Source: an optimization exercise on an open RTL-to-GDS flow (aim: small area and a short achievable clock period). Production flows keep margins and buffers that such runs may drop. Function was checked by simulation only, so behaviour that the tests miss may differ from the original.

==> design/flow/design.v <==
package xgmii_rx_pkg;
    localparam logic [7:0] XGMII_START = 8'hFB;
    localparam logic [7:0] XGMII_TERM  = 8'hFD;
    localparam logic [7:0] XGMII_IDLE  = 8'h07;
    localparam int DATA_W = 64;
    localparam int LANES  = 8;
    typedef logic [13:0] frame_len_t;
    typedef enum logic [3:0] {
        RUNT,
        FRAGMENT,
        SZ_64,
        SZ_65_127,
        SZ_128_255,
        SZ_256_511,
        SZ_512_1023,
        SZ_1024_MAX,
        OVERSIZE,
        JABBER
    } size_class_t;
    localparam logic [31:0] CRC_PRESET = 32'hFFFF_FFFF;
    function automatic logic [31:0] crc_check_const(input logic [2:0] t);
        case (t)
            3'd0:    crc_check_const = 32'hDEBB201E;
            3'd1:    crc_check_const = 32'h00BE26ED;
            3'd2:    crc_check_const = 32'hBE26ED00;
            3'd3:    crc_check_const = 32'h2DFD1072;
            3'd4:    crc_check_const = 32'hFFFFFFFF;
            3'd5:    crc_check_const = 32'h62932081;
            3'd6:    crc_check_const = 32'h4E3D5E5C;
            default: crc_check_const = 32'h39DD08E2;
        endcase
    endfunction
endpackage
`timescale 1ns/100ps
module xgmii_frame_parser
(
    input  logic        clk,
    input  logic        inv_aresetn,
    input  logic [63:0] xgmii_data_i,
    input  logic [7:0]  xgmii_ctrl_i,
    output logic [63:0] word_o,
    output logic        word_start_o,
    output logic [2:0]  check_lane_o,
    input  logic        crc_match_i,
    output logic [63:0] axis_tdata_o,
    output logic [7:0]  axis_tkeep_o,
    output logic        axis_tvalid_o,
    output logic        axis_tlast_o,
    output logic        axis_tuser_o,
    output logic [10:0] words_o,
    output logic [2:0]  len_lo_o
);
    typedef enum logic [1:0] {
        ST_IDLE,
        ST_FIRST,
        ST_DATA,
        ST_TAIL
    } state_t;
    logic [63:0] data_mask;
    logic        is_start;
    logic [7:0]  term_at;
    logic [2:0]  term_lane;
    logic        to_tail;
    always_comb begin
        for (int i = 0; i < xgmii_rx_pkg::LANES; i++) begin
            data_mask[8*i +: 8] = {8{(i == 0 || i == 4 || !xgmii_ctrl_i[i]) && (i >= 4 || !to_tail)}};
            term_at[i] = (xgmii_data_i[8*i +: 8] == xgmii_rx_pkg::XGMII_TERM) && ((xgmii_ctrl_i >> i) == (8'hFF >> i));
        end
    end
    assign is_start = (xgmii_ctrl_i == 8'h01) && (xgmii_data_i[7:0] == xgmii_rx_pkg::XGMII_START);
    always_comb begin
        term_lane = '0;
        for (int i = xgmii_rx_pkg::LANES - 1; i >= 0; i--) begin
            if (xgmii_ctrl_i[i]) begin
                term_lane = 3'(i);
            end
        end
    end
    logic        w_ctrl_q;
    logic [7:0]  w_term_at_q;
    logic [2:0]  w_lane_q;
    logic        w_start_q;
    logic [63:0] w_data_q;
    logic [63:0] hold_q;
    always_ff @(posedge clk) begin
        w_data_q    <= xgmii_data_i & data_mask;
        w_ctrl_q    <= |xgmii_ctrl_i;
        w_term_at_q <= term_at;
        w_lane_q    <= to_tail ? w_lane_q : term_lane;
        w_start_q   <= is_start && !inv_aresetn;
        hold_q      <= w_data_q;
    end
    logic        w_term_ok_q;
    assign w_term_ok_q  = w_term_at_q[w_lane_q];
    assign word_o       = w_data_q;
    assign word_start_o = w_start_q;
    state_t      state_q;
    state_t      state_d;
    logic        held_vld;
    logic [10:0] words_q;
    logic [10:0] words_d;
    logic [2:0]  len_lo_q;
    logic        cnt_inc_q;
    logic        cnt_clr_q;
    logic [10:0] words_tgl;
    logic        good;
    logic        tvalid_d;
    logic        tlast_d;
    logic [7:0]  tkeep_d;
    logic        tuser_d;
    logic [2:0]  len_lo_d;
    assign check_lane_o = w_lane_q;
    assign held_vld   = (state_q == ST_DATA);
    assign good         = crc_match_i && ((state_q == ST_TAIL) || w_term_ok_q);
    assign to_tail      = (state_d == ST_TAIL);
    assign words_o  = words_q;
    assign len_lo_o = len_lo_q;
    always_comb begin
        state_d    = state_q;
        tvalid_d   = 1'b0;
        tlast_d    = 1'b0;
        tkeep_d    = 8'hFF;
        tuser_d    = good;
        len_lo_d   = 3'd4;
        case (state_q)
            ST_IDLE: begin
                if (w_start_q) begin
                    state_d = ST_FIRST;
                end
            end
            ST_FIRST, ST_DATA: begin
                if (!w_ctrl_q) begin
                    tvalid_d = held_vld;
                    state_d  = ST_DATA;
                end else begin
                    state_d    = ST_IDLE;
                    tvalid_d   = held_vld;
                    if (!w_term_ok_q) begin
                        tlast_d = 1'b1;
                    end else if (w_lane_q < 3'd4) begin
                        tlast_d = 1'b1;
                        tkeep_d  = 8'hFF >> (3'd4 - w_lane_q);
                        len_lo_d = w_lane_q;
                    end else if (w_lane_q == 3'd4) begin
                        tlast_d = 1'b1;
                    end else begin
                        state_d = ST_TAIL;
                    end
                end
            end
            ST_TAIL: begin
                tvalid_d   = 1'b1;
                tlast_d    = 1'b1;
                tkeep_d    = 8'hFF >> (4'd12 - {1'b0, w_lane_q});
                len_lo_d   = w_lane_q;
                state_d    = w_start_q ? ST_FIRST : ST_IDLE;
            end
            default: begin
                state_d = ST_IDLE;
            end
        endcase
    end
    always_comb begin
        words_tgl[0] = cnt_inc_q;
        for (int i = 1; i < 11; i++) begin
            words_tgl[i] = words_tgl[i-1] & words_q[i-1];
        end
        words_d = cnt_clr_q ? {10'd0, cnt_inc_q} : (words_q ^ words_tgl);
    end
    always_ff @(posedge clk) begin
        axis_tdata_o <= hold_q;
        axis_tkeep_o <= tkeep_d;
        axis_tlast_o <= tlast_d;
        words_q      <= words_d;
        cnt_inc_q    <= (state_q == ST_FIRST || state_q == ST_DATA) && !w_ctrl_q;
        cnt_clr_q    <= (state_q == ST_FIRST);
        axis_tuser_o <= tuser_d;
        if (tvalid_d && tlast_d) begin
            len_lo_q <= len_lo_d;
        end
        if (inv_aresetn) begin
            state_q       <= ST_IDLE;
            axis_tvalid_o <= 1'b0;
        end else begin
            state_q       <= state_d;
            axis_tvalid_o <= tvalid_d;
        end
    end
endmodule
`timescale 1ns/100ps
module xgmii_crc_check
(
    input  logic        clk,
    input  logic [63:0] word_i,
    input  logic        word_start_i,
    input  logic [2:0]  check_lane_i,
    output logic        crc_match_o
);
    logic [31:0] crc_q;
    logic [31:0] x;
    logic [31:0] d_hi;
    logic [31:0] nxt_a;
    logic [31:0] nxt_b;
    logic [31:0] nxt;
    for (genvar i = 0; i < 32; i++) begin : g_x
        crc_xor2 u_x (.a(crc_q[i]), .b(word_i[i]), .y(x[i]));
    end
    assign d_hi = word_i[63:32];
    logic [380:0] t;
    crc_xor2 u_x0 (.a(x[3]), .b(x[13]), .y(t[0]));
    crc_xor2 u_x1 (.a(x[11]), .b(x[12]), .y(t[1]));
    crc_xor2 u_x2 (.a(d_hi[7]), .b(x[19]), .y(t[2]));
    crc_xor2 u_x3 (.a(d_hi[0]), .b(d_hi[22]), .y(t[3]));
    crc_xor2 u_x4 (.a(x[6]), .b(x[16]), .y(t[4]));
    crc_xor2 u_x5 (.a(x[4]), .b(x[9]), .y(t[5]));
    crc_xor2 u_x6 (.a(x[5]), .b(x[31]), .y(t[6]));
    crc_xor2 u_x7 (.a(d_hi[4]), .b(x[7]), .y(t[7]));
    crc_xor2 u_x8 (.a(d_hi[5]), .b(x[8]), .y(t[8]));
    crc_xor2 u_x9 (.a(d_hi[24]), .b(x[10]), .y(t[9]));
    crc_xor2 u_x10 (.a(d_hi[23]), .b(x[30]), .y(t[10]));
    crc_xor2 u_x11 (.a(d_hi[15]), .b(t[0]), .y(t[11]));
    crc_xor2 u_x12 (.a(d_hi[2]), .b(d_hi[26]), .y(t[12]));
    crc_xor2 u_x13 (.a(d_hi[3]), .b(d_hi[6]), .y(t[13]));
    crc_xor2 u_x14 (.a(d_hi[11]), .b(x[14]), .y(t[14]));
    crc_xor2 u_x15 (.a(d_hi[12]), .b(x[15]), .y(t[15]));
    crc_xor2 u_x16 (.a(d_hi[19]), .b(t[2]), .y(t[16]));
    crc_xor2 u_x17 (.a(d_hi[14]), .b(d_hi[30]), .y(t[17]));
    crc_xor2 u_x18 (.a(d_hi[16]), .b(d_hi[28]), .y(t[18]));
    crc_xor2 u_x19 (.a(d_hi[18]), .b(d_hi[25]), .y(t[19]));
    crc_xor2 u_x20 (.a(d_hi[13]), .b(d_hi[29]), .y(t[20]));
    crc_xor2 u_x21 (.a(d_hi[21]), .b(x[26]), .y(t[21]));
    crc_xor2 u_x22 (.a(x[1]), .b(x[21]), .y(t[22]));
    crc_xor2 u_x23 (.a(d_hi[27]), .b(x[22]), .y(t[23]));
    crc_xor2 u_x24 (.a(t[3]), .b(x[27]), .y(t[24]));
    crc_xor2 u_x25 (.a(d_hi[20]), .b(x[25]), .y(t[25]));
    crc_xor2 u_x26 (.a(d_hi[31]), .b(x[17]), .y(t[26]));
    crc_xor2 u_x27 (.a(x[0]), .b(x[2]), .y(t[27]));
    crc_xor2 u_x28 (.a(d_hi[8]), .b(x[20]), .y(t[28]));
    crc_xor2 u_x29 (.a(d_hi[9]), .b(t[1]), .y(t[29]));
    crc_xor2 u_x30 (.a(d_hi[1]), .b(d_hi[10]), .y(t[30]));
    crc_xor2 u_x31 (.a(d_hi[17]), .b(t[6]), .y(t[31]));
    crc_xor2 u_x32 (.a(t[5]), .b(t[10]), .y(t[32]));
    crc_xor2 u_x33 (.a(x[18]), .b(x[23]), .y(t[33]));
    crc_xor2 u_x34 (.a(x[28]), .b(x[29]), .y(t[34]));
    crc_xor2 u_x35 (.a(d_hi[31]), .b(t[8]), .y(t[35]));
    crc_xor2 u_x36 (.a(t[4]), .b(t[13]), .y(t[36]));
    crc_xor2 u_x37 (.a(t[7]), .b(t[17]), .y(t[37]));
    crc_xor2 u_x38 (.a(t[9]), .b(t[31]), .y(t[38]));
    crc_xor2 u_x39 (.a(t[12]), .b(x[24]), .y(t[39]));
    crc_xor2 u_x40 (.a(t[24]), .b(x[11]), .y(t[40]));
    crc_xor2 u_x41 (.a(d_hi[0]), .b(t[15]), .y(t[41]));
    crc_xor2 u_x42 (.a(d_hi[25]), .b(d_hi[29]), .y(t[42]));
    crc_xor2 u_x43 (.a(d_hi[2]), .b(x[5]), .y(t[43]));
    crc_xor2 u_x44 (.a(d_hi[3]), .b(x[23]), .y(t[44]));
    crc_xor2 u_x45 (.a(d_hi[30]), .b(x[8]), .y(t[45]));
    crc_xor2 u_x46 (.a(x[24]), .b(x[25]), .y(t[46]));
    crc_xor2 u_x47 (.a(x[18]), .b(x[29]), .y(t[47]));
    crc_xor2 u_x48 (.a(d_hi[9]), .b(t[14]), .y(t[48]));
    crc_xor2 u_x49 (.a(d_hi[27]), .b(t[28]), .y(t[49]));
    crc_xor2 u_x50 (.a(t[26]), .b(x[21]), .y(t[50]));
    crc_xor2 u_x51 (.a(t[25]), .b(t[34]), .y(t[51]));
    crc_xor2 u_x52 (.a(d_hi[6]), .b(t[33]), .y(t[52]));
    crc_xor2 u_x53 (.a(t[5]), .b(t[23]), .y(t[53]));
    crc_xor2 u_x54 (.a(d_hi[28]), .b(t[22]), .y(t[54]));
    crc_xor2 u_x55 (.a(t[18]), .b(t[32]), .y(t[55]));
    crc_xor2 u_x56 (.a(t[16]), .b(x[1]), .y(t[56]));
    crc_xor2 u_x57 (.a(t[11]), .b(x[16]), .y(t[57]));
    crc_xor2 u_x58 (.a(d_hi[11]), .b(d_hi[17]), .y(t[58]));
    crc_xor2 u_x59 (.a(d_hi[5]), .b(d_hi[7]), .y(t[59]));
    crc_xor2 u_x60 (.a(d_hi[3]), .b(x[4]), .y(t[60]));
    crc_xor2 u_x61 (.a(x[12]), .b(x[28]), .y(t[61]));
    crc_xor2 u_x62 (.a(d_hi[10]), .b(x[22]), .y(t[62]));
    crc_xor2 u_x63 (.a(d_hi[16]), .b(x[14]), .y(t[63]));
    crc_xor2 u_x64 (.a(d_hi[13]), .b(x[2]), .y(t[64]));
    crc_xor2 u_x65 (.a(d_hi[26]), .b(t[30]), .y(t[65]));
    crc_xor2 u_x66 (.a(d_hi[23]), .b(x[7]), .y(t[66]));
    crc_xor2 u_x67 (.a(x[5]), .b(x[30]), .y(t[67]));
    crc_xor2 u_x68 (.a(x[2]), .b(x[27]), .y(t[68]));
    crc_xor2 u_x69 (.a(t[3]), .b(x[10]), .y(t[69]));
    crc_xor2 u_x70 (.a(d_hi[1]), .b(x[15]), .y(t[70]));
    crc_xor2 u_x71 (.a(t[19]), .b(t[20]), .y(t[71]));
    crc_xor2 u_x72 (.a(x[12]), .b(x[13]), .y(t[72]));
    crc_xor2 u_x73 (.a(t[58]), .b(x[20]), .y(t[73]));
    crc_xor2 u_x74 (.a(t[61]), .b(x[31]), .y(t[74]));
    crc_xor2 u_x75 (.a(t[28]), .b(x[3]), .y(t[75]));
    crc_xor2 u_x76 (.a(t[8]), .b(t[14]), .y(t[76]));
    crc_xor2 u_x77 (.a(d_hi[2]), .b(t[27]), .y(t[77]));
    crc_xor2 u_x78 (.a(t[6]), .b(t[39]), .y(t[78]));
    crc_xor2 u_x79 (.a(d_hi[4]), .b(t[40]), .y(t[79]));
    crc_xor2 u_x80 (.a(t[36]), .b(t[54]), .y(t[80]));
    crc_xor2 u_x81 (.a(d_hi[15]), .b(t[35]), .y(t[81]));
    crc_xor2 u_x82 (.a(t[29]), .b(x[9]), .y(t[82]));
    crc_xor2 u_x83 (.a(t[21]), .b(t[50]), .y(t[83]));
    crc_xor2 u_x84 (.a(d_hi[7]), .b(d_hi[24]), .y(t[84]));
    crc_xor2 u_x85 (.a(d_hi[14]), .b(d_hi[18]), .y(t[85]));
    crc_xor2 u_x86 (.a(d_hi[18]), .b(x[30]), .y(t[86]));
    crc_xor2 u_x87 (.a(d_hi[23]), .b(x[28]), .y(t[87]));
    crc_xor2 u_x88 (.a(x[14]), .b(x[26]), .y(t[88]));
    crc_xor2 u_x89 (.a(t[12]), .b(t[30]), .y(t[89]));
    crc_xor2 u_x90 (.a(t[30]), .b(x[15]), .y(t[90]));
    crc_xor2 u_x91 (.a(t[19]), .b(x[0]), .y(t[91]));
    crc_xor2 u_x92 (.a(d_hi[14]), .b(x[7]), .y(t[92]));
    crc_xor2 u_x93 (.a(t[17]), .b(x[6]), .y(t[93]));
    crc_xor2 u_x94 (.a(d_hi[17]), .b(x[18]), .y(t[94]));
    crc_xor2 u_x95 (.a(x[0]), .b(x[4]), .y(t[95]));
    crc_xor2 u_x96 (.a(t[59]), .b(x[17]), .y(t[96]));
    crc_xor2 u_x97 (.a(t[18]), .b(t[20]), .y(t[97]));
    crc_xor2 u_x98 (.a(d_hi[8]), .b(x[24]), .y(t[98]));
    crc_xor2 u_x99 (.a(d_hi[12]), .b(t[19]), .y(t[99]));
    crc_xor2 u_x100 (.a(x[10]), .b(x[17]), .y(t[100]));
    crc_xor2 u_x101 (.a(t[23]), .b(x[16]), .y(t[101]));
    crc_xor2 u_x102 (.a(t[25]), .b(t[43]), .y(t[102]));
    crc_xor2 u_x103 (.a(t[46]), .b(x[3]), .y(t[103]));
    crc_xor2 u_x104 (.a(t[10]), .b(t[23]), .y(t[104]));
    crc_xor2 u_x105 (.a(t[4]), .b(x[24]), .y(t[105]));
    crc_xor2 u_x106 (.a(t[47]), .b(t[62]), .y(t[106]));
    crc_xor2 u_x107 (.a(t[92]), .b(x[19]), .y(t[107]));
    crc_xor2 u_x108 (.a(t[4]), .b(t[94]), .y(t[108]));
    crc_xor2 u_x109 (.a(t[1]), .b(t[71]), .y(t[109]));
    crc_xor2 u_x110 (.a(d_hi[24]), .b(t[0]), .y(t[110]));
    crc_xor2 u_x111 (.a(t[27]), .b(t[72]), .y(t[111]));
    crc_xor2 u_x112 (.a(t[7]), .b(t[22]), .y(t[112]));
    crc_xor2 u_x113 (.a(t[7]), .b(x[6]), .y(t[113]));
    crc_xor2 u_x114 (.a(t[15]), .b(x[26]), .y(t[114]));
    crc_xor2 u_x115 (.a(t[9]), .b(t[14]), .y(t[115]));
    crc_xor2 u_x116 (.a(d_hi[20]), .b(t[15]), .y(t[116]));
    crc_xor2 u_x117 (.a(d_hi[22]), .b(t[1]), .y(t[117]));
    crc_xor2 u_x118 (.a(t[24]), .b(t[46]), .y(t[118]));
    crc_xor2 u_x119 (.a(t[39]), .b(t[44]), .y(t[119]));
    crc_xor2 u_x120 (.a(t[21]), .b(t[69]), .y(t[120]));
    crc_xor2 u_x121 (.a(t[60]), .b(t[96]), .y(t[121]));
    crc_xor2 u_x122 (.a(t[63]), .b(x[13]), .y(t[122]));
    crc_xor2 u_x123 (.a(t[20]), .b(t[21]), .y(t[123]));
    crc_xor2 u_x124 (.a(t[66]), .b(t[89]), .y(t[124]));
    crc_xor2 u_x125 (.a(t[98]), .b(x[29]), .y(t[125]));
    crc_xor2 u_x126 (.a(d_hi[1]), .b(t[2]), .y(t[126]));
    crc_xor2 u_x127 (.a(d_hi[7]), .b(t[27]), .y(t[127]));
    crc_xor2 u_x128 (.a(d_hi[29]), .b(t[11]), .y(t[128]));
    crc_xor2 u_x129 (.a(t[37]), .b(t[53]), .y(t[129]));
    crc_xor2 u_x130 (.a(t[51]), .b(t[75]), .y(t[130]));
    crc_xor2 u_x131 (.a(t[41]), .b(t[102]), .y(t[131]));
    crc_xor2 u_x132 (.a(t[26]), .b(t[37]), .y(t[132]));
    crc_xor2 u_x133 (.a(t[45]), .b(t[101]), .y(t[133]));
    crc_xor2 u_x134 (.a(t[49]), .b(t[76]), .y(t[134]));
    crc_xor2 u_x135 (.a(t[65]), .b(t[113]), .y(t[135]));
    crc_xor2 u_x136 (.a(t[18]), .b(t[36]), .y(t[136]));
    crc_xor2 u_x137 (.a(d_hi[21]), .b(t[41]), .y(t[137]));
    crc_xor2 u_x138 (.a(t[16]), .b(t[26]), .y(t[138]));
    crc_xor2 u_x139 (.a(d_hi[6]), .b(t[48]), .y(t[139]));
    crc_xor2 u_x140 (.a(t[68]), .b(t[117]), .y(t[140]));
    crc_xor2 u_x141 (.a(d_hi[12]), .b(t[40]), .y(t[141]));
    crc_xor2 u_x142 (.a(t[29]), .b(t[49]), .y(t[142]));
    crc_xor2 u_x143 (.a(t[70]), .b(t[77]), .y(t[143]));
    crc_xor2 u_x144 (.a(t[2]), .b(t[53]), .y(t[144]));
    crc_xor2 u_x145 (.a(t[11]), .b(t[90]), .y(t[145]));
    crc_xor2 u_x146 (.a(t[37]), .b(t[123]), .y(t[146]));
    crc_xor2 u_x147 (.a(d_hi[25]), .b(t[35]), .y(t[147]));
    crc_xor2 u_x148 (.a(t[38]), .b(t[42]), .y(t[148]));
    crc_xor2 u_x149 (.a(t[57]), .b(t[132]), .y(t[149]));
    crc_xor2 u_x150 (.a(d_hi[22]), .b(t[56]), .y(t[150]));
    crc_xor2 u_x151 (.a(d_hi[28]), .b(t[83]), .y(t[151]));
    crc_xor2 u_x152 (.a(t[56]), .b(x[22]), .y(t[152]));
    crc_xor2 u_x153 (.a(t[80]), .b(t[137]), .y(t[153]));
    crc_xor2 u_x154 (.a(t[116]), .b(t[134]), .y(t[154]));
    crc_xor2 u_x155 (.a(t[38]), .b(t[87]), .y(t[155]));
    crc_xor2 u_x156 (.a(t[79]), .b(t[108]), .y(t[156]));
    crc_xor2 u_x157 (.a(t[97]), .b(t[131]), .y(t[157]));
    crc_xor2 u_x158 (.a(d_hi[20]), .b(t[12]), .y(t[158]));
    crc_xor2 u_x159 (.a(x[1]), .b(t[63]), .y(t[159]));
    crc_xor2 u_x160 (.a(t[100]), .b(t[158]), .y(t[160]));
    crc_xor2 u_x161 (.a(t[32]), .b(t[36]), .y(t[161]));
    crc_xor2 u_x162 (.a(t[75]), .b(t[126]), .y(t[162]));
    crc_xor2 u_x163 (.a(t[159]), .b(t[160]), .y(t[163]));
    crc_xor2 u_x164 (.a(t[79]), .b(t[161]), .y(t[164]));
    crc_xor2 u_x165 (.a(t[162]), .b(t[163]), .y(t[165]));
    crc_xor2 u_x166 (.a(d_hi[21]), .b(x[18]), .y(t[166]));
    crc_xor2 u_x167 (.a(x[21]), .b(t[7]), .y(t[167]));
    crc_xor2 u_x168 (.a(t[166]), .b(t[121]), .y(t[168]));
    crc_xor2 u_x169 (.a(t[167]), .b(t[142]), .y(t[169]));
    crc_xor2 u_x170 (.a(t[143]), .b(t[168]), .y(t[170]));
    crc_xor2 u_x171 (.a(t[155]), .b(t[169]), .y(t[171]));
    crc_xor2 u_x172 (.a(d_hi[4]), .b(d_hi[8]), .y(t[172]));
    crc_xor2 u_x173 (.a(t[3]), .b(x[19]), .y(t[173]));
    crc_xor2 u_x174 (.a(t[172]), .b(t[8]), .y(t[174]));
    crc_xor2 u_x175 (.a(t[43]), .b(t[91]), .y(t[175]));
    crc_xor2 u_x176 (.a(t[173]), .b(t[29]), .y(t[176]));
    crc_xor2 u_x177 (.a(t[106]), .b(t[110]), .y(t[177]));
    crc_xor2 u_x178 (.a(t[174]), .b(t[175]), .y(t[178]));
    crc_xor2 u_x179 (.a(t[80]), .b(t[176]), .y(t[179]));
    crc_xor2 u_x180 (.a(t[177]), .b(t[178]), .y(t[180]));
    crc_xor2 u_x181 (.a(d_hi[5]), .b(t[13]), .y(t[181]));
    crc_xor2 u_x182 (.a(t[42]), .b(x[17]), .y(t[182]));
    crc_xor2 u_x183 (.a(x[20]), .b(x[23]), .y(t[183]));
    crc_xor2 u_x184 (.a(t[181]), .b(t[182]), .y(t[184]));
    crc_xor2 u_x185 (.a(t[183]), .b(t[32]), .y(t[185]));
    crc_xor2 u_x186 (.a(t[48]), .b(t[111]), .y(t[186]));
    crc_xor2 u_x187 (.a(t[184]), .b(t[135]), .y(t[187]));
    crc_xor2 u_x188 (.a(t[185]), .b(t[186]), .y(t[188]));
    crc_xor2 u_x189 (.a(t[152]), .b(t[187]), .y(t[189]));
    crc_xor2 u_x190 (.a(d_hi[10]), .b(d_hi[30]), .y(t[190]));
    crc_xor2 u_x191 (.a(t[190]), .b(t[0]), .y(t[191]));
    crc_xor2 u_x192 (.a(t[9]), .b(t[52]), .y(t[192]));
    crc_xor2 u_x193 (.a(t[78]), .b(t[112]), .y(t[193]));
    crc_xor2 u_x194 (.a(t[127]), .b(t[191]), .y(t[194]));
    crc_xor2 u_x195 (.a(t[192]), .b(t[193]), .y(t[195]));
    crc_xor2 u_x196 (.a(t[194]), .b(t[154]), .y(t[196]));
    crc_xor2 u_x197 (.a(d_hi[8]), .b(x[11]), .y(t[197]));
    crc_xor2 u_x198 (.a(t[64]), .b(t[197]), .y(t[198]));
    crc_xor2 u_x199 (.a(t[48]), .b(t[103]), .y(t[199]));
    crc_xor2 u_x200 (.a(t[198]), .b(t[144]), .y(t[200]));
    crc_xor2 u_x201 (.a(t[147]), .b(t[199]), .y(t[201]));
    crc_xor2 u_x202 (.a(t[153]), .b(t[200]), .y(t[202]));
    crc_xor2 u_x203 (.a(x[1]), .b(x[6]), .y(t[203]));
    crc_xor2 u_x204 (.a(t[10]), .b(t[44]), .y(t[204]));
    crc_xor2 u_x205 (.a(t[62]), .b(t[68]), .y(t[205]));
    crc_xor2 u_x206 (.a(t[88]), .b(t[203]), .y(t[206]));
    crc_xor2 u_x207 (.a(t[29]), .b(t[107]), .y(t[207]));
    crc_xor2 u_x208 (.a(t[204]), .b(t[205]), .y(t[208]));
    crc_xor2 u_x209 (.a(t[206]), .b(t[207]), .y(t[209]));
    crc_xor2 u_x210 (.a(t[208]), .b(t[157]), .y(t[210]));
    crc_xor2 u_x211 (.a(d_hi[24]), .b(x[8]), .y(t[211]));
    crc_xor2 u_x212 (.a(x[27]), .b(t[27]), .y(t[212]));
    crc_xor2 u_x213 (.a(t[44]), .b(t[73]), .y(t[213]));
    crc_xor2 u_x214 (.a(t[211]), .b(t[74]), .y(t[214]));
    crc_xor2 u_x215 (.a(t[105]), .b(t[212]), .y(t[215]));
    crc_xor2 u_x216 (.a(t[213]), .b(t[145]), .y(t[216]));
    crc_xor2 u_x217 (.a(t[146]), .b(t[214]), .y(t[217]));
    crc_xor2 u_x218 (.a(t[215]), .b(t[216]), .y(t[218]));
    crc_xor2 u_x219 (.a(d_hi[2]), .b(d_hi[16]), .y(t[219]));
    crc_xor2 u_x220 (.a(t[219]), .b(t[5]), .y(t[220]));
    crc_xor2 u_x221 (.a(t[22]), .b(t[34]), .y(t[221]));
    crc_xor2 u_x222 (.a(t[99]), .b(t[76]), .y(t[222]));
    crc_xor2 u_x223 (.a(t[118]), .b(t[220]), .y(t[223]));
    crc_xor2 u_x224 (.a(t[221]), .b(t[222]), .y(t[224]));
    crc_xor2 u_x225 (.a(t[223]), .b(t[149]), .y(t[225]));
    crc_xor2 u_x226 (.a(t[43]), .b(t[64]), .y(t[226]));
    crc_xor2 u_x227 (.a(t[114]), .b(t[226]), .y(t[227]));
    crc_xor2 u_x228 (.a(t[81]), .b(t[130]), .y(t[228]));
    crc_xor2 u_x229 (.a(t[227]), .b(t[152]), .y(t[229]));
    crc_xor2 u_x230 (.a(t[156]), .b(t[228]), .y(t[230]));
    crc_xor2 u_x231 (.a(t[12]), .b(t[59]), .y(t[231]));
    crc_xor2 u_x232 (.a(t[85]), .b(x[14]), .y(t[232]));
    crc_xor2 u_x233 (.a(x[23]), .b(t[34]), .y(t[233]));
    crc_xor2 u_x234 (.a(t[64]), .b(t[231]), .y(t[234]));
    crc_xor2 u_x235 (.a(t[232]), .b(t[29]), .y(t[235]));
    crc_xor2 u_x236 (.a(t[112]), .b(t[120]), .y(t[236]));
    crc_xor2 u_x237 (.a(t[233]), .b(t[234]), .y(t[237]));
    crc_xor2 u_x238 (.a(t[235]), .b(t[236]), .y(t[238]));
    crc_xor2 u_x239 (.a(d_hi[14]), .b(d_hi[19]), .y(t[239]));
    crc_xor2 u_x240 (.a(t[13]), .b(t[239]), .y(t[240]));
    crc_xor2 u_x241 (.a(t[8]), .b(t[240]), .y(t[241]));
    crc_xor2 u_x242 (.a(t[104]), .b(t[125]), .y(t[242]));
    crc_xor2 u_x243 (.a(t[241]), .b(t[140]), .y(t[243]));
    crc_xor2 u_x244 (.a(t[145]), .b(t[242]), .y(t[244]));
    crc_xor2 u_x245 (.a(d_hi[2]), .b(d_hi[4]), .y(t[245]));
    crc_xor2 u_x246 (.a(t[84]), .b(x[23]), .y(t[246]));
    crc_xor2 u_x247 (.a(t[245]), .b(t[25]), .y(t[247]));
    crc_xor2 u_x248 (.a(t[246]), .b(t[74]), .y(t[248]));
    crc_xor2 u_x249 (.a(t[247]), .b(t[55]), .y(t[249]));
    crc_xor2 u_x250 (.a(t[57]), .b(t[139]), .y(t[250]));
    crc_xor2 u_x251 (.a(t[248]), .b(t[249]), .y(t[251]));
    crc_xor2 u_x252 (.a(d_hi[10]), .b(t[21]), .y(t[252]));
    crc_xor2 u_x253 (.a(t[41]), .b(t[121]), .y(t[253]));
    crc_xor2 u_x254 (.a(t[122]), .b(t[125]), .y(t[254]));
    crc_xor2 u_x255 (.a(t[252]), .b(t[253]), .y(t[255]));
    crc_xor2 u_x256 (.a(t[254]), .b(t[148]), .y(t[256]));
    crc_xor2 u_x257 (.a(d_hi[8]), .b(d_hi[13]), .y(t[257]));
    crc_xor2 u_x258 (.a(d_hi[26]), .b(d_hi[30]), .y(t[258]));
    crc_xor2 u_x259 (.a(t[19]), .b(x[25]), .y(t[259]));
    crc_xor2 u_x260 (.a(t[257]), .b(t[258]), .y(t[260]));
    crc_xor2 u_x261 (.a(t[67]), .b(t[70]), .y(t[261]));
    crc_xor2 u_x262 (.a(t[259]), .b(t[260]), .y(t[262]));
    crc_xor2 u_x263 (.a(t[261]), .b(t[262]), .y(t[263]));
    crc_xor2 u_x264 (.a(t[139]), .b(t[263]), .y(t[264]));
    crc_xor2 u_x265 (.a(d_hi[5]), .b(d_hi[9]), .y(t[265]));
    crc_xor2 u_x266 (.a(d_hi[27]), .b(t[85]), .y(t[266]));
    crc_xor2 u_x267 (.a(t[265]), .b(t[4]), .y(t[267]));
    crc_xor2 u_x268 (.a(t[266]), .b(t[74]), .y(t[268]));
    crc_xor2 u_x269 (.a(t[114]), .b(t[124]), .y(t[269]));
    crc_xor2 u_x270 (.a(t[267]), .b(t[138]), .y(t[270]));
    crc_xor2 u_x271 (.a(t[268]), .b(t[269]), .y(t[271]));
    crc_xor2 u_x272 (.a(d_hi[13]), .b(d_hi[27]), .y(t[272]));
    crc_xor2 u_x273 (.a(x[8]), .b(x[11]), .y(t[273]));
    crc_xor2 u_x274 (.a(t[272]), .b(t[47]), .y(t[274]));
    crc_xor2 u_x275 (.a(t[273]), .b(t[11]), .y(t[275]));
    crc_xor2 u_x276 (.a(t[115]), .b(t[274]), .y(t[276]));
    crc_xor2 u_x277 (.a(t[55]), .b(t[135]), .y(t[277]));
    crc_xor2 u_x278 (.a(t[275]), .b(t[276]), .y(t[278]));
    crc_xor2 u_x279 (.a(t[150]), .b(t[277]), .y(t[279]));
    crc_xor2 u_x280 (.a(t[1]), .b(t[77]), .y(t[280]));
    crc_xor2 u_x281 (.a(t[107]), .b(t[55]), .y(t[281]));
    crc_xor2 u_x282 (.a(t[280]), .b(t[148]), .y(t[282]));
    crc_xor2 u_x283 (.a(t[154]), .b(t[281]), .y(t[283]));
    crc_xor2 u_x284 (.a(d_hi[26]), .b(x[20]), .y(t[284]));
    crc_xor2 u_x285 (.a(t[45]), .b(t[71]), .y(t[285]));
    crc_xor2 u_x286 (.a(t[284]), .b(t[11]), .y(t[286]));
    crc_xor2 u_x287 (.a(t[285]), .b(t[38]), .y(t[287]));
    crc_xor2 u_x288 (.a(t[82]), .b(t[286]), .y(t[288]));
    crc_xor2 u_x289 (.a(t[153]), .b(t[287]), .y(t[289]));
    crc_xor2 u_x290 (.a(d_hi[19]), .b(t[4]), .y(t[290]));
    crc_xor2 u_x291 (.a(t[65]), .b(t[69]), .y(t[291]));
    crc_xor2 u_x292 (.a(t[50]), .b(t[109]), .y(t[292]));
    crc_xor2 u_x293 (.a(t[122]), .b(t[127]), .y(t[293]));
    crc_xor2 u_x294 (.a(t[290]), .b(t[291]), .y(t[294]));
    crc_xor2 u_x295 (.a(t[129]), .b(t[292]), .y(t[295]));
    crc_xor2 u_x296 (.a(t[293]), .b(t[294]), .y(t[296]));
    crc_xor2 u_x297 (.a(x[15]), .b(t[24]), .y(t[297]));
    crc_xor2 u_x298 (.a(t[33]), .b(t[67]), .y(t[298]));
    crc_xor2 u_x299 (.a(t[72]), .b(t[73]), .y(t[299]));
    crc_xor2 u_x300 (.a(t[16]), .b(t[297]), .y(t[300]));
    crc_xor2 u_x301 (.a(t[298]), .b(t[299]), .y(t[301]));
    crc_xor2 u_x302 (.a(t[81]), .b(t[129]), .y(t[302]));
    crc_xor2 u_x303 (.a(t[136]), .b(t[300]), .y(t[303]));
    crc_xor2 u_x304 (.a(t[301]), .b(t[302]), .y(t[304]));
    crc_xor2 u_x305 (.a(x[7]), .b(x[28]), .y(t[305]));
    crc_xor2 u_x306 (.a(t[86]), .b(t[95]), .y(t[306]));
    crc_xor2 u_x307 (.a(t[305]), .b(t[31]), .y(t[307]));
    crc_xor2 u_x308 (.a(t[35]), .b(t[54]), .y(t[308]));
    crc_xor2 u_x309 (.a(t[119]), .b(t[306]), .y(t[309]));
    crc_xor2 u_x310 (.a(t[128]), .b(t[141]), .y(t[310]));
    crc_xor2 u_x311 (.a(t[307]), .b(t[308]), .y(t[311]));
    crc_xor2 u_x312 (.a(t[309]), .b(t[310]), .y(t[312]));
    crc_xor2 u_x313 (.a(t[20]), .b(t[86]), .y(t[313]));
    crc_xor2 u_x314 (.a(t[100]), .b(t[16]), .y(t[314]));
    crc_xor2 u_x315 (.a(t[78]), .b(t[313]), .y(t[315]));
    crc_xor2 u_x316 (.a(t[130]), .b(t[133]), .y(t[316]));
    crc_xor2 u_x317 (.a(t[140]), .b(t[314]), .y(t[317]));
    crc_xor2 u_x318 (.a(t[315]), .b(t[316]), .y(t[318]));
    crc_xor2 u_x319 (.a(d_hi[0]), .b(d_hi[3]), .y(t[319]));
    crc_xor2 u_x320 (.a(d_hi[19]), .b(x[0]), .y(t[320]));
    crc_xor2 u_x321 (.a(x[31]), .b(t[319]), .y(t[321]));
    crc_xor2 u_x322 (.a(t[0]), .b(t[33]), .y(t[322]));
    crc_xor2 u_x323 (.a(t[93]), .b(t[320]), .y(t[323]));
    crc_xor2 u_x324 (.a(t[321]), .b(t[32]), .y(t[324]));
    crc_xor2 u_x325 (.a(t[51]), .b(t[322]), .y(t[325]));
    crc_xor2 u_x326 (.a(t[323]), .b(t[142]), .y(t[326]));
    crc_xor2 u_x327 (.a(t[324]), .b(t[325]), .y(t[327]));
    crc_xor2 u_x328 (.a(t[151]), .b(t[326]), .y(t[328]));
    crc_xor2 u_x329 (.a(t[84]), .b(t[28]), .y(t[329]));
    crc_xor2 u_x330 (.a(t[66]), .b(t[78]), .y(t[330]));
    crc_xor2 u_x331 (.a(t[106]), .b(t[329]), .y(t[331]));
    crc_xor2 u_x332 (.a(t[82]), .b(t[83]), .y(t[332]));
    crc_xor2 u_x333 (.a(t[128]), .b(t[136]), .y(t[333]));
    crc_xor2 u_x334 (.a(t[330]), .b(t[331]), .y(t[334]));
    crc_xor2 u_x335 (.a(t[332]), .b(t[333]), .y(t[335]));
    crc_xor2 u_x336 (.a(t[42]), .b(t[22]), .y(t[336]));
    crc_xor2 u_x337 (.a(t[25]), .b(t[73]), .y(t[337]));
    crc_xor2 u_x338 (.a(t[52]), .b(t[110]), .y(t[338]));
    crc_xor2 u_x339 (.a(t[124]), .b(t[336]), .y(t[339]));
    crc_xor2 u_x340 (.a(t[337]), .b(t[82]), .y(t[340]));
    crc_xor2 u_x341 (.a(t[133]), .b(t[338]), .y(t[341]));
    crc_xor2 u_x342 (.a(t[339]), .b(t[340]), .y(t[342]));
    crc_xor2 u_x343 (.a(d_hi[10]), .b(t[45]), .y(t[343]));
    crc_xor2 u_x344 (.a(t[99]), .b(t[111]), .y(t[344]));
    crc_xor2 u_x345 (.a(t[115]), .b(t[119]), .y(t[345]));
    crc_xor2 u_x346 (.a(t[343]), .b(t[144]), .y(t[346]));
    crc_xor2 u_x347 (.a(t[344]), .b(t[345]), .y(t[347]));
    crc_xor2 u_x348 (.a(t[151]), .b(t[346]), .y(t[348]));
    crc_xor2 u_x349 (.a(d_hi[1]), .b(d_hi[11]), .y(t[349]));
    crc_xor2 u_x350 (.a(d_hi[25]), .b(x[13]), .y(t[350]));
    crc_xor2 u_x351 (.a(t[349]), .b(t[95]), .y(t[351]));
    crc_xor2 u_x352 (.a(t[350]), .b(t[52]), .y(t[352]));
    crc_xor2 u_x353 (.a(t[104]), .b(t[105]), .y(t[353]));
    crc_xor2 u_x354 (.a(t[351]), .b(t[138]), .y(t[354]));
    crc_xor2 u_x355 (.a(t[352]), .b(t[353]), .y(t[355]));
    crc_xor2 u_x356 (.a(t[157]), .b(t[354]), .y(t[356]));
    crc_xor2 u_x357 (.a(t[52]), .b(t[103]), .y(t[357]));
    crc_xor2 u_x358 (.a(t[38]), .b(t[55]), .y(t[358]));
    crc_xor2 u_x359 (.a(t[141]), .b(t[146]), .y(t[359]));
    crc_xor2 u_x360 (.a(t[357]), .b(t[358]), .y(t[360]));
    crc_xor2 u_x361 (.a(x[4]), .b(x[26]), .y(t[361]));
    crc_xor2 u_x362 (.a(t[93]), .b(t[361]), .y(t[362]));
    crc_xor2 u_x363 (.a(t[109]), .b(t[118]), .y(t[363]));
    crc_xor2 u_x364 (.a(t[126]), .b(t[362]), .y(t[364]));
    crc_xor2 u_x365 (.a(t[81]), .b(t[363]), .y(t[365]));
    crc_xor2 u_x366 (.a(t[364]), .b(t[155]), .y(t[366]));
    crc_xor2 u_x367 (.a(x[12]), .b(t[9]), .y(t[367]));
    crc_xor2 u_x368 (.a(t[60]), .b(t[67]), .y(t[368]));
    crc_xor2 u_x369 (.a(t[88]), .b(t[91]), .y(t[369]));
    crc_xor2 u_x370 (.a(t[51]), .b(t[367]), .y(t[370]));
    crc_xor2 u_x371 (.a(t[368]), .b(t[369]), .y(t[371]));
    crc_xor2 u_x372 (.a(t[370]), .b(t[371]), .y(t[372]));
    crc_xor2 u_x373 (.a(t[149]), .b(t[150]), .y(t[373]));
    crc_xor2 u_x374 (.a(t[13]), .b(x[9]), .y(t[374]));
    crc_xor2 u_x375 (.a(t[6]), .b(t[47]), .y(t[375]));
    crc_xor2 u_x376 (.a(t[374]), .b(t[16]), .y(t[376]));
    crc_xor2 u_x377 (.a(t[120]), .b(t[375]), .y(t[377]));
    crc_xor2 u_x378 (.a(t[57]), .b(t[143]), .y(t[378]));
    crc_xor2 u_x379 (.a(t[147]), .b(t[376]), .y(t[379]));
    crc_xor2 u_x380 (.a(t[377]), .b(t[378]), .y(t[380]));
    assign nxt_a[0] = t[164];
    assign nxt_b[0] = t[165];
    assign nxt_a[1] = t[170];
    assign nxt_b[1] = t[171];
    assign nxt_a[2] = t[179];
    assign nxt_b[2] = t[180];
    assign nxt_a[3] = t[188];
    assign nxt_b[3] = t[189];
    assign nxt_a[4] = t[195];
    assign nxt_b[4] = t[196];
    assign nxt_a[5] = t[201];
    assign nxt_b[5] = t[202];
    assign nxt_a[6] = t[209];
    assign nxt_b[6] = t[210];
    assign nxt_a[7] = t[217];
    assign nxt_b[7] = t[218];
    assign nxt_a[8] = t[224];
    assign nxt_b[8] = t[225];
    assign nxt_a[9] = t[229];
    assign nxt_b[9] = t[230];
    assign nxt_a[10] = t[237];
    assign nxt_b[10] = t[238];
    assign nxt_a[11] = t[243];
    assign nxt_b[11] = t[244];
    assign nxt_a[12] = t[250];
    assign nxt_b[12] = t[251];
    assign nxt_a[13] = t[255];
    assign nxt_b[13] = t[256];
    assign nxt_a[14] = t[156];
    assign nxt_b[14] = t[264];
    assign nxt_a[15] = t[270];
    assign nxt_b[15] = t[271];
    assign nxt_a[16] = t[278];
    assign nxt_b[16] = t[279];
    assign nxt_a[17] = t[282];
    assign nxt_b[17] = t[283];
    assign nxt_a[18] = t[288];
    assign nxt_b[18] = t[289];
    assign nxt_a[19] = t[295];
    assign nxt_b[19] = t[296];
    assign nxt_a[20] = t[303];
    assign nxt_b[20] = t[304];
    assign nxt_a[21] = t[311];
    assign nxt_b[21] = t[312];
    assign nxt_a[22] = t[317];
    assign nxt_b[22] = t[318];
    assign nxt_a[23] = t[327];
    assign nxt_b[23] = t[328];
    assign nxt_a[24] = t[334];
    assign nxt_b[24] = t[335];
    assign nxt_a[25] = t[341];
    assign nxt_b[25] = t[342];
    assign nxt_a[26] = t[347];
    assign nxt_b[26] = t[348];
    assign nxt_a[27] = t[355];
    assign nxt_b[27] = t[356];
    assign nxt_a[28] = t[359];
    assign nxt_b[28] = t[360];
    assign nxt_a[29] = t[365];
    assign nxt_b[29] = t[366];
    assign nxt_a[30] = t[372];
    assign nxt_b[30] = t[373];
    assign nxt_a[31] = t[379];
    assign nxt_b[31] = t[380];
    assign nxt = nxt_a ^ nxt_b;
    assign crc_match_o = (x == xgmii_rx_pkg::crc_check_const(check_lane_i));
    always_ff @(posedge clk) begin
        if (word_start_i) begin
            crc_q <= xgmii_rx_pkg::CRC_PRESET;
        end else begin
            crc_q <= nxt;
        end
    end
endmodule
module crc_xor2
(
    input  logic a,
    input  logic b,
    output logic y
);
    assign y = a ^ b;
endmodule
`timescale 1ns/100ps
module rx_frame_stats
#(
    parameter int MAX_FRAME_LEN = 1518
) (
    input  logic        clk,
    input  logic        inv_aresetn,
    input  logic        tvalid_i,
    input  logic        tlast_i,
    input  logic        tuser_i,
    input  logic [10:0] words_i,
    input  logic [2:0]  len_lo_i,
    output logic        stat_valid_o,
    output logic        stat_crc_ok_o,
    output logic [13:0] stat_len_o,
    output logic [3:0]  stat_size_o,
    output logic [31:0] good_frames_o,
    output logic [31:0] bad_frames_o
);
    logic frame_end;
    xgmii_rx_pkg::frame_len_t frame_len;
    function automatic xgmii_rx_pkg::size_class_t classify(input xgmii_rx_pkg::frame_len_t len, input logic crc_ok);
        if (len < 14'd64) begin
            classify = crc_ok ? xgmii_rx_pkg::RUNT : xgmii_rx_pkg::FRAGMENT;
        end else if (len == 14'd64) begin
            classify = xgmii_rx_pkg::SZ_64;
        end else if (len < 14'd128) begin
            classify = xgmii_rx_pkg::SZ_65_127;
        end else if (len < 14'd256) begin
            classify = xgmii_rx_pkg::SZ_128_255;
        end else if (len < 14'd512) begin
            classify = xgmii_rx_pkg::SZ_256_511;
        end else if (len < 14'd1024) begin
            classify = xgmii_rx_pkg::SZ_512_1023;
        end else if (len <= 14'(MAX_FRAME_LEN)) begin
            classify = xgmii_rx_pkg::SZ_1024_MAX;
        end else begin
            classify = crc_ok ? xgmii_rx_pkg::OVERSIZE : xgmii_rx_pkg::JABBER;
        end
    endfunction
    assign frame_end  = tvalid_i && tlast_i;
    function automatic logic [31:0] inc_toggle(input logic [31:0] cnt, input logic en);
        logic [7:0] c;
        c[0] = en;
        for (int k = 1; k < 8; k++) begin
            c[k] = c[k-1] & (&cnt[4*(k-1) +: 4]);
        end
        for (int k = 0; k < 8; k++) begin
            inc_toggle[4*k] = c[k];
            for (int j = 1; j < 4; j++) begin
                inc_toggle[4*k+j] = inc_toggle[4*k+j-1] & cnt[4*k+j-1];
            end
        end
    endfunction
    assign frame_len     = {words_i, len_lo_i};
    assign stat_len_o    = frame_len;
    always_ff @(posedge clk) begin
        stat_crc_ok_o <= tuser_i;
        stat_size_o   <= classify(frame_len, tuser_i);
        if (inv_aresetn) begin
            stat_valid_o  <= 1'b0;
            good_frames_o <= '0;
            bad_frames_o  <= '0;
        end else begin
            stat_valid_o <= frame_end;
            good_frames_o <= good_frames_o ^ inc_toggle(good_frames_o, frame_end && tuser_i);
            bad_frames_o  <= bad_frames_o ^ inc_toggle(bad_frames_o, frame_end && !tuser_i);
        end
    end
endmodule
`timescale 1ns/100ps
module xgmii_rx_top
#(
    parameter int MAX_FRAME_LEN = 1518
) (
    input  logic        clk,
    input  logic        inv_aresetn,
    input  logic [63:0] xgmii_data_i,
    input  logic [7:0]  xgmii_ctrl_i,
    output logic [63:0] axis_tdata_o,
    output logic [7:0]  axis_tkeep_o,
    output logic        axis_tvalid_o,
    output logic        axis_tlast_o,
    output logic        axis_tuser_o,
    output logic        stat_valid_o,
    output logic        stat_crc_ok_o,
    output logic [13:0] stat_len_o,
    output logic [3:0]  stat_size_o,
    output logic [31:0] good_frames_o,
    output logic [31:0] bad_frames_o
);
    logic [63:0] word;
    logic        word_start;
    logic [2:0]  check_lane;
    logic        crc_match;
    logic [10:0] words;
    logic [2:0]  len_lo;
    xgmii_frame_parser u_parser (
        .clk           (clk),
        .inv_aresetn   (inv_aresetn),
        .xgmii_data_i  (xgmii_data_i),
        .xgmii_ctrl_i  (xgmii_ctrl_i),
        .word_o        (word),
        .word_start_o  (word_start),
        .check_lane_o  (check_lane),
        .crc_match_i   (crc_match),
        .axis_tdata_o  (axis_tdata_o),
        .axis_tkeep_o  (axis_tkeep_o),
        .axis_tvalid_o (axis_tvalid_o),
        .axis_tlast_o  (axis_tlast_o),
        .axis_tuser_o  (axis_tuser_o),
        .words_o       (words),
        .len_lo_o      (len_lo)
    );
    xgmii_crc_check u_crc_check (
        .clk          (clk),
        .word_i       (word),
        .word_start_i (word_start),
        .check_lane_i (check_lane),
        .crc_match_o  (crc_match)
    );
    rx_frame_stats #(
        .MAX_FRAME_LEN (MAX_FRAME_LEN)
    ) u_stats (
        .clk           (clk),
        .inv_aresetn   (inv_aresetn),
        .tvalid_i      (axis_tvalid_o),
        .tlast_i       (axis_tlast_o),
        .tuser_i       (axis_tuser_o),
        .words_i       (words),
        .len_lo_i      (len_lo),
        .stat_valid_o  (stat_valid_o),
        .stat_crc_ok_o (stat_crc_ok_o),
        .stat_len_o    (stat_len_o),
        .stat_size_o   (stat_size_o),
        .good_frames_o (good_frames_o),
        .bad_frames_o  (bad_frames_o)
    );
endmodule
==> design/flow/flow/run.sh <==
#!/bin/bash
# Standard layout (settings from config.mk via config.mk) plus the settings
# in flow/extra.mk: plain buf_1 port buffers instead of the default
# delay-cell buffers, and a larger setup margin for timing repair.
set -e
cp config.mk config_in.log
cat flow/extra.mk >> config.mk
bash standard.sh > standard.log 2>&1
==> design/flow/flow/extra.mk <==
export BUFFER_PORTS_ARGS = -buffer_cell sky130_fd_sc_hd__buf_1
export SETUP_SLACK_MARGIN = 7.25
==> design/flow/standard.sh <==
#!/bin/bash
# synth_recipe.tcl (not shown) runs the flow's synth.tcl, then flattens the netlist and writes it again
# the make line also repeats each setting of config.mk as NAME=value (left out here)
make -C /OpenROAD-flow-scripts/flow DESIGN_CONFIG=/design/flow/config.mk WORK_HOME=/design/flow/orfs CLKGATE_MAP_FILE= SYNTH_SCRIPT=/design/flow/synth_recipe.tcl "${@:-finish}"
==> design/flow/config.mk <==
export PLATFORM = sky130hd
export DESIGN_NAME = xgmii_rx_top
export DESIGN_NICKNAME = xgmii_rx_top
export VERILOG_FILES = /design/flow/design.v
export SDC_FILE = /design/flow/constraint.sdc
export NUM_CORES = 4
export LEC_CHECK = 0
export CAP_MARGIN = 20
export CORE_MARGIN = 2
export CORE_UTILIZATION = 60
export CTS_CLUSTER_DIAMETER = 120
export CTS_CLUSTER_SIZE = 25
export SLEW_MARGIN = 20
export SYNTH_HIERARCHICAL = 1
export BUFFER_PORTS_ARGS = -buffer_cell sky130_fd_sc_hd__buf_1
export SETUP_SLACK_MARGIN = 7.25
==> design/flow/constraint.sdc <==
create_clock -name core_clock -period 10.5 [get_ports {clk}]
set_input_delay 2.1000 -clock core_clock [delete_from_list [all_inputs] [get_ports {clk}]]
set_output_delay 2.1000 -clock core_clock [all_outputs]
set_load 0.01 [all_outputs]
==> qor.csv, run 1 <==
stage;metric;value;unit
clocking;insertion_delay;0.53;ns
worst_setup_path;critPathLaunchType;register;
worst_setup_path;cp-end-kind;primary output;
floorplanning;die_h;163.2;um
yosys;synth.avg_cell_area;10.65;sq um
cells_and_area;fin_util;67.77;%
yosys;syn_nets;1567;
global_route;grt_pass1_vias;10190;
worst_setup_path;critPathKind;register to primary output;
clocking;htreeDepth;1;
floorplanning;core;0.02504;sq mm
yosys;synth_edf_count;6;
timing;slew_headroom;17.36;%
global_route;grtUsageTotal;28.80;%
detailed_routing;routed-via-count;10720;
floorplanning;die_x;163.2;um
global_route;gr-total-overflow;0;
placed_design;place_congestion;1.085;
timing;final_max_slew_viol_count;0;
clocking;clock_sinks;336;
timing;min_period;3.199;ns
clocking;clkSlewWorstSetupHoldPaths;0.11;ns
yosys;synth_area;0.01520;sq mm
timing;tns;0;ns
yosys;synth_common_cells;xor2_1 (416), dfxtp_1 (330), nor2b_1 (89), ha_1 (66), nor2_1 (57);
global_route;grt_pass1_wl;57.88;mm
cells_and_area;antenna_cells;0;
worst_setup_path;path_buf_inv;1;
detailed_routing;remaining_drc_errors;0;
placed_design;post-dp-hpwl;30.37;mm
cells_and_area;drive_gt1_share;6.566;%
floorplanning;io_pins;233;
placed_design;io_buffers;232;
floorplanning;initial_core_util;60.73;%
floorplanning;rows;58;
timing;hold_viol_final;0;
worst_setup_path;critPathMaxFanout;7;
clocking;ctsHoldBuffers;0;
detailed_routing;routed_wl;39.83;mm
timing;rsz0062_at_grt;false;
yosys;yosys-top-cells-area;dfxtp_1 (43%), xor2_1 (24%), ha_1 (5.4%);
yosys;synth_seq_area_share;44.63;%
yosys;syn_inst;1427;
detailed_routing;ant_nets;0;
detailed_routing;vias_per_cell;5.385;
worst_setup_path;critical-path-slowest-cell;dfxtp_2;
clocking;cts_buffers;17;
yosys;yosysWarningCount;9;
worst_setup_path;required;8.40;ns
detailed_routing;dr.first_iter.drc_count;877;
timing;timing.final.crit_share;30.46;%
yosys;synthArstFlopShare;0;%
yosys;synthFlopType;dfxtp_1;
detailed_routing;wl_per_cell;20.01;um
run_status;status;finished clean;
global_route;grt_max_degree;70;
global_route;antenna_found_initial;0;
detailed_routing;first_pass_iters;6;
clocking;clockBufferDepth;3;
clocking;cts_root_buf;clkbuf_16;
cells_and_area;area_growth;11.59;%
job;cap_violations;0;
clocking;cts_tree;built;
timing;clock_skew;0.03449;ns
worst_setup_path;crit_arrival;1.10;ns
worst_setup_path;crit_family;flip-flops;
floorplanning;dieArea;0.02663;sq mm
worst_setup_path;path_cells;buf_1;
yosys;synth_top_area_share;43.45;%
yosys;yosysUniqueCellTypes;84;
timing;finalSetupViolCount;0;
yosys;synth.most_common_cell;xor2_1;
yosys;synth_top_area_cell;dfxtp_1;
yosys;synth_seq_cells;336;
timing;max_freq;312.6;MHz
hold_path;min_path_type;register to register;
worst_setup_path;slowest_delay;0.41;ns
timing;worstMarginPinSlew;1.235;ns
cells_and_area;fin_nets;1798;
-- registers in the layout (all words and copies together), names as in the netlist --
name / cells
u_stats.stat_valid_o: 1
u_stats.good_frames_o: 32
u_parser.axis_tkeep_o: 8
u_parser.axis_tdata_o: 64
u_stats.stat_crc_ok_o: 1
u_parser.axis_tlast_o: 1
u_parser.w_lane_q: 3
u_parser.cnt_clr_q: 1
u_parser.words_q: 11
u_parser.axis_tvalid_o: 1
u_parser.cnt_inc_q: 1
u_stats.bad_frames_o: 32
u_stats.stat_size_o: 4
u_parser.axis_tuser_o: 1
u_parser.len_lo_q: 3
u_parser.w_start_q: 1
u_parser.w_data_q: 64
u_parser.hold_q: 64
u_crc_check.crc_q: 32
u_parser.w_term_at_q: 8
u_parser.w_ctrl_q: 1
u_parser.state_q: 2
-- cell usage in the layout, fill, tap and decap left out, types with 6 or more instances in the layout --
master / n
dfxtp_1: 317
nand2_1: 38
nor2b_1: 89
inv_1: 20
nand2b_1: 53
a21oi_1: 47
nor4_1: 6
nor2_1: 57
xor2_1: 407
nand4b_1: 10
o21ai_0: 18
nand3_1: 7
ha_1: 66
nor3_1: 14
mux2i_1: 9
edfxtp_1: 6
clkbuf_16: 17
nand4_1: 22
buf_4: 33
a31oi_1: 6
xnor2_1: 51
xor2_2: 9
buf_1: 231
dfxtp_2: 13
-- final timing paths --
check | endpoint | depth (start not counted) | slack, ns | startpoint
hold reg to reg | u_parser.axis_tdata_o[51] | 0 | 0.33 | u_parser.hold_q[51]
hold / removal | u_parser.axis_tdata_o[51] | 0 | 0.33 | u_parser.hold_q[51]
setup / recovery | stat_len_o[9] | 1 | 7.30 | u_parser.words_q[6]
setup reg to reg | u_crc_check.crc_q[4] | 9 | 7.33 | u_parser.w_data_q[8]
-- routing by layer --
| layer | track usage (%) | vias to the layer above | wire (um) |
|---|---|---|---|
| li1 | - | 5142 | - |
| met3 | 4.368 | 131 | 2926 |
| met4 | 15.33 | 0 | 2283 |
| met1 | 35.52 | 4990 | 15900 |
| met2 | 48.62 | 453 | 18720 |
| met5 | 0 | - | 0 |
-- per-module statistics from Yosys (local to each module, per instance), a selection --
module	flops+latches	copies in the design	cell area (sq um)
xgmii_frame_parser	234	1	6461
xgmii_crc_check	32	1	2061
crc_xor2	0	413	8.758
-- through the flow --
| stage | hold slack, ns | cells | cell area [sq um] | setup WS, ns |
|---|---|---|---|---|
| 6_report | 0.3314 | 1990 | 16970 | 7.301 |
| 4_1_cts | 0.3307 | 1989 | 16900 | 7.260 |
| 2_1_floorplan | 0.3096 | 1427 | 15200 | 7.587 |
| 3_5_place_dp | 0.3121 | 1966 | 16400 | 6.770 |
| 3_3_place_gp | 0.3096 | 1966 | 16400 | 6.859 |
| 5_1_grt | 0.3344 | 1990 | 16970 | 7.250 |
-- cells by family (layout without fill, tap and decap cells) --
family / count (synthesis) / in the layout / synth area share [%]
xor+xnor: 467 / 467 / 26.90
simple gates: 338 / 338 / 13.30
flops: 336 / 336 / 44.63
compound gates: 129 / 130 / 5.851
buf+inv: 76 / 308 / 2.740
fa+ha+maj: 68 / 68 / 5.571
mux: 13 / 13 / 1.004
-- area by class of cell --
class                      instances  area [sq um]
timing repair buffer             265          1120
clock buffer                      19         432.9
fill                            2085          8070
tap                              330         412.9
sequential                       336          6803
inverter                          22         85.08
multi-input combinational       1016          8088
clock inverter                     2         25.02
-- timing repair --
action                                 in CTS  in global routing
pin swaps                                   0                  1
gates resized for setup                     9                 12
setup endpoints to repair                  14                 22
setup buffers                               2                  0
endpoints found under the hold margin       0                  0
cloned                                      0                  1
==> inputs of run 2 (changes only) <==
--- a/design/flow/config.mk
+++ b/design/flow/config.mk
@@ -9,3 +9,3 @@
 export CORE_MARGIN = 2
-export CORE_UTILIZATION = 60
+export CORE_UTILIZATION = 55
 export CTS_CLUSTER_DIAMETER = 120
==> run 2 against run 1 <==
  * Non-clock buffer count is 2 higher
  * Critical path type unchanged
  * Final area barely moved
  * Still clean
==> qor.csv, run 2 <==
stage;metric;value;unit;change
worst_setup_path;critPathMaxFanout;4;;-3
cells_and_area;stdcell_count;2003;;+0.65%
clocking;cts_tree;built;;
timing;min_period;3.212;ns;+0.01347 ns
clocking;cts_root_buf;clkbuf_16;;
floorplanning;io_pins;233;;unchanged
cells_and_area;layout_commonest_cell;xor2_1;;
job;cap_violations;0;;unchanged
clocking;clkSlewWorstSetupHoldPaths;0.10;ns;about the same
timing;finalSetupViolCount;0;;unchanged
timing;setup_slack;7.288;ns;-0.01347 ns
yosys;syn_inst;1427;;unchanged
detailed_routing;wl_per_cell;19.88;um;-0.67%
detailed_routing;remaining_drc_errors;0;;unchanged
hold_path;min_path_type;register to register;;
timing;rsz0062_at_grt;true;;
yosys;synth.avg_cell_area;10.65;sq um;unchanged
timing;timing.final.crit_share;30.59;%;+0.13 points
placed_design;place_congestion;1.036;;-4.5%
timing;max_freq;311.3;MHz;-0.42%
worst_setup_path;path_cells;clkbuf_2;;
yosys;synth_area;0.01520;sq mm;unchanged
placed_design;dp_cells;1980;;+0.71%
timing;clock_skew;0.02493;ns;-0.009559 ns
detailed_routing;routed-via-count;10570;;-1.3%
placed_design;post-dp-hpwl;30.59;mm;+0.72%
timing;worstMarginPinSlew;1.084;ns;-0.1518 ns
global_route;grt_pass1_wl;58.24;mm;+0.63%
timing;slew_headroom;27.76;%;+10 points
clocking;htreeDepth;1;;unchanged
worst_setup_path;critical-path-slowest-cell;edfxtp_1;;
cells_and_area;top_regs;u_parser.axis_tdata_o x64, u_parser.hold_q x64, u_parser.w_data_q x64;;
yosys;syn_nets;1567;;unchanged
global_route;grt_pass1_vias;10120;;-0.71%
clocking;clock_sinks;336;;unchanged
detailed_routing;ant_nets;0;;unchanged
yosys;synthFlopType;dfxtp_1;;
cells_and_area;antenna_cells;0;;unchanged
clocking;cts_buffers;17;;unchanged
global_route;grt_max_degree;70;;unchanged
yosys;synth_edf_count;6;;unchanged
timing;final_max_slew_viol_count;0;;unchanged
detailed_routing;vias_per_cell;5.279;;-2.0%
clocking;clockBufferDepth;3;;unchanged
cells_and_area;fin_nets;1800;;+0.11%
worst_setup_path;path_buf_inv;1;;unchanged
floorplanning;core;0.02703;sq mm;+7.9%
worst_setup_path;crit_arrival;1.11;ns;about the same
run_status;status;finished clean;;
placed_design;pre_cts_ws;6.700;ns;-0.06964 ns
clocking;insertion_delay;0.52;ns;about the same
floorplanning;initial_core_util;56.26;%;-4.5 points
placed_design;placedInstanceArea;0.01643;sq mm;+0.21%
cells_and_area;drive_gt1_share;6.739;%;+0.17 points
yosys;yosys-top-cells-area;dfxtp_1 (43%), xor2_1 (24%), ha_1 (5.4%);;
yosys;synth_seq_cells;336;;unchanged
worst_setup_path;critPathKind;register to primary output;;
floorplanning;die_h;170.3;um;+4.3%
worst_setup_path;cp-end-kind;primary output;;
yosys;synth_common_cells;xor2_1 (416), dfxtp_1 (330), nor2b_1 (89), ha_1 (66), nor2_1 (57);;
floorplanning;die_x;170.3;um;+4.3%
cells_and_area;design_area;0.01697;sq mm;about the same
detailed_routing;dr.first_iter.drc_count;874;;-0.34%
global_route;gr-total-overflow;0;;unchanged
yosys;synth_top_area_share;43.45;%;unchanged
worst_setup_path;critPathLaunchType;register;;
timing;tns;0;ns;unchanged
global_route;grtUsageTotal;26.59;%;-2.2 points
floorplanning;rows;60;;+3.4%
yosys;synth_seq_area_share;44.63;%;unchanged
floorplanning;dieArea;0.02899;sq mm;+8.9%
cells_and_area;area_growth;11.62;%;about the same
yosys;synth.most_common_cell;xor2_1;;
worst_setup_path;slowest_delay;0.45;ns;+0.04 ns
yosys;yosysWarningCount;9;;unchanged
yosys;yosysUniqueCellTypes;84;;unchanged
detailed_routing;routed_wl;39.82;mm;about the same
yosys;synthArstFlopShare;0;%;unchanged
placed_design;io_buffers;232;;unchanged
worst_setup_path;crit_family;flip-flops;;
timing;hold_viol_final;0;;unchanged
cells_and_area;final_cell_mix;xor2_1 (411), dfxtp_1 (318), buf_1 (225);;
yosys;synth_top_area_cell;dfxtp_1;;
worst_setup_path;required;8.40;ns;about the same
global_route;antenna_found_initial;0;;unchanged
cells_and_area;fin_util;62.80;%;-5.0 points
detailed_routing;first_pass_iters;5;;-1
==> run 2: metrics by stage <==
step / hold WS (ns)
after floorplan: 0.3096
after global placement: 0.3107
after detailed placement: 0.3121
after CTS: 0.3150
after global routing: 0.3201
final: 0.3207
==> run 2: logic make-up after synthesis <==
group	Yosys count	synth area share [%]
mux	13	1.004
flops	336	44.63
xor+xnor	467	26.90
buf+inv	76	2.740
compound gates	129	5.851
fa+ha+maj	68	5.571
simple gates	338	13.30
==> run 2: worst paths after layout <==
| path | startpoint | to | slack [ns] | cells after the start |
|---|---|---|---|---|
| worst max-delay path | u_parser.len_lo_q[1] | stat_len_o[1] | 7.29 | 1 |
| worst min-delay path | u_parser.hold_q[46] | u_parser.axis_tdata_o[46] | 0.32 | 0 |
| worst max register to register | u_parser.w_data_q[8] | u_crc_check.crc_q[9] | 7.35 | 9 |
| worst min register to register | u_parser.hold_q[46] | u_parser.axis_tdata_o[46] | 0.32 | 0 |
==> run 2: area by class of cell <==
| type | instances | area, sq um |
|---|---|---|
| clock buffer | 19 | 432.9 |
| clock inverter | 2 | 25.02 |
| fill | 2365 | 10050 |
| inverter | 22 | 85.08 |
| multi-input combinational | 1016 | 8058 |
| sequential | 336 | 6802 |
| tap | 341 | 426.7 |
| timing repair buffer | 267 | 1142 |
==> run 2: layer usage <==
| layer | GRT usage [%] | wire length, um | vias up |
|---|---|---|---|
| met4 | 11.26 | 1787 | 0 |
| met2 | 45.60 | 18900 | 376 |
| met3 | 3.837 | 2391 | 86 |
| met5 | 0 | 0 | - |
| met1 | 33.46 | 16740 | 4956 |
| li1 | - | - | 5156 |
==> run 2: per-module statistics from Yosys (local to each module, per instance), excerpt <==
module / area [sq um] / flip-flops and latches / times used / cells inside
xgmii_frame_parser: 6461 / 234 / 1 / 491
xgmii_crc_check: 2061 / 32 / 1 / 244
crc_xor2: 8.758 / 0 / 413 / 1
==> run 2: what timing repair did <==
item,CTS,global route
hold buffers,0,0
setup endpoints to repair,10,25
gates cloned,0,1
buffers inserted,0,1
pin swaps,0,1
resized for setup,9,14
hold endpoints to repair,0,0

what the ideal ports hide:
Ports are ideal in the flow. The routed layouts listed here were re-timed in OpenROAD.
Step 1 sets driving cells, clkbuf_16 on the clock port and buf_2 on the other inputs (assumed; they add their load-dependent delay and slew).
Step 2 times the ports against the registers' clock, not the clock port: input delays grow and output delays shrink by t, the midpoint of the rising clock arrivals with the driver on.
Three values: no drivers, after step 1, after step 2; two values: the first two.
run	t, ns	setup slack, ns	worst hold slack (ns)	latest minus earliest clock arrival (ns)	worst slew at a driven data input, ns
run 1	0.562	7.301 / 7.253 / 6.766	0.331 / 0.331 / 0.331	0.035 / 0.035	0.04
run 2	0.553	7.288 / 7.241 / 6.872	0.321 / 0.321 / 0.321	0.025 / 0.026	0.05
After both steps every run listed still meets setup and hold. The setup slack of run 1, which loses most, moves by -0.048 ns with the drivers and by -0.535 ns with both steps.
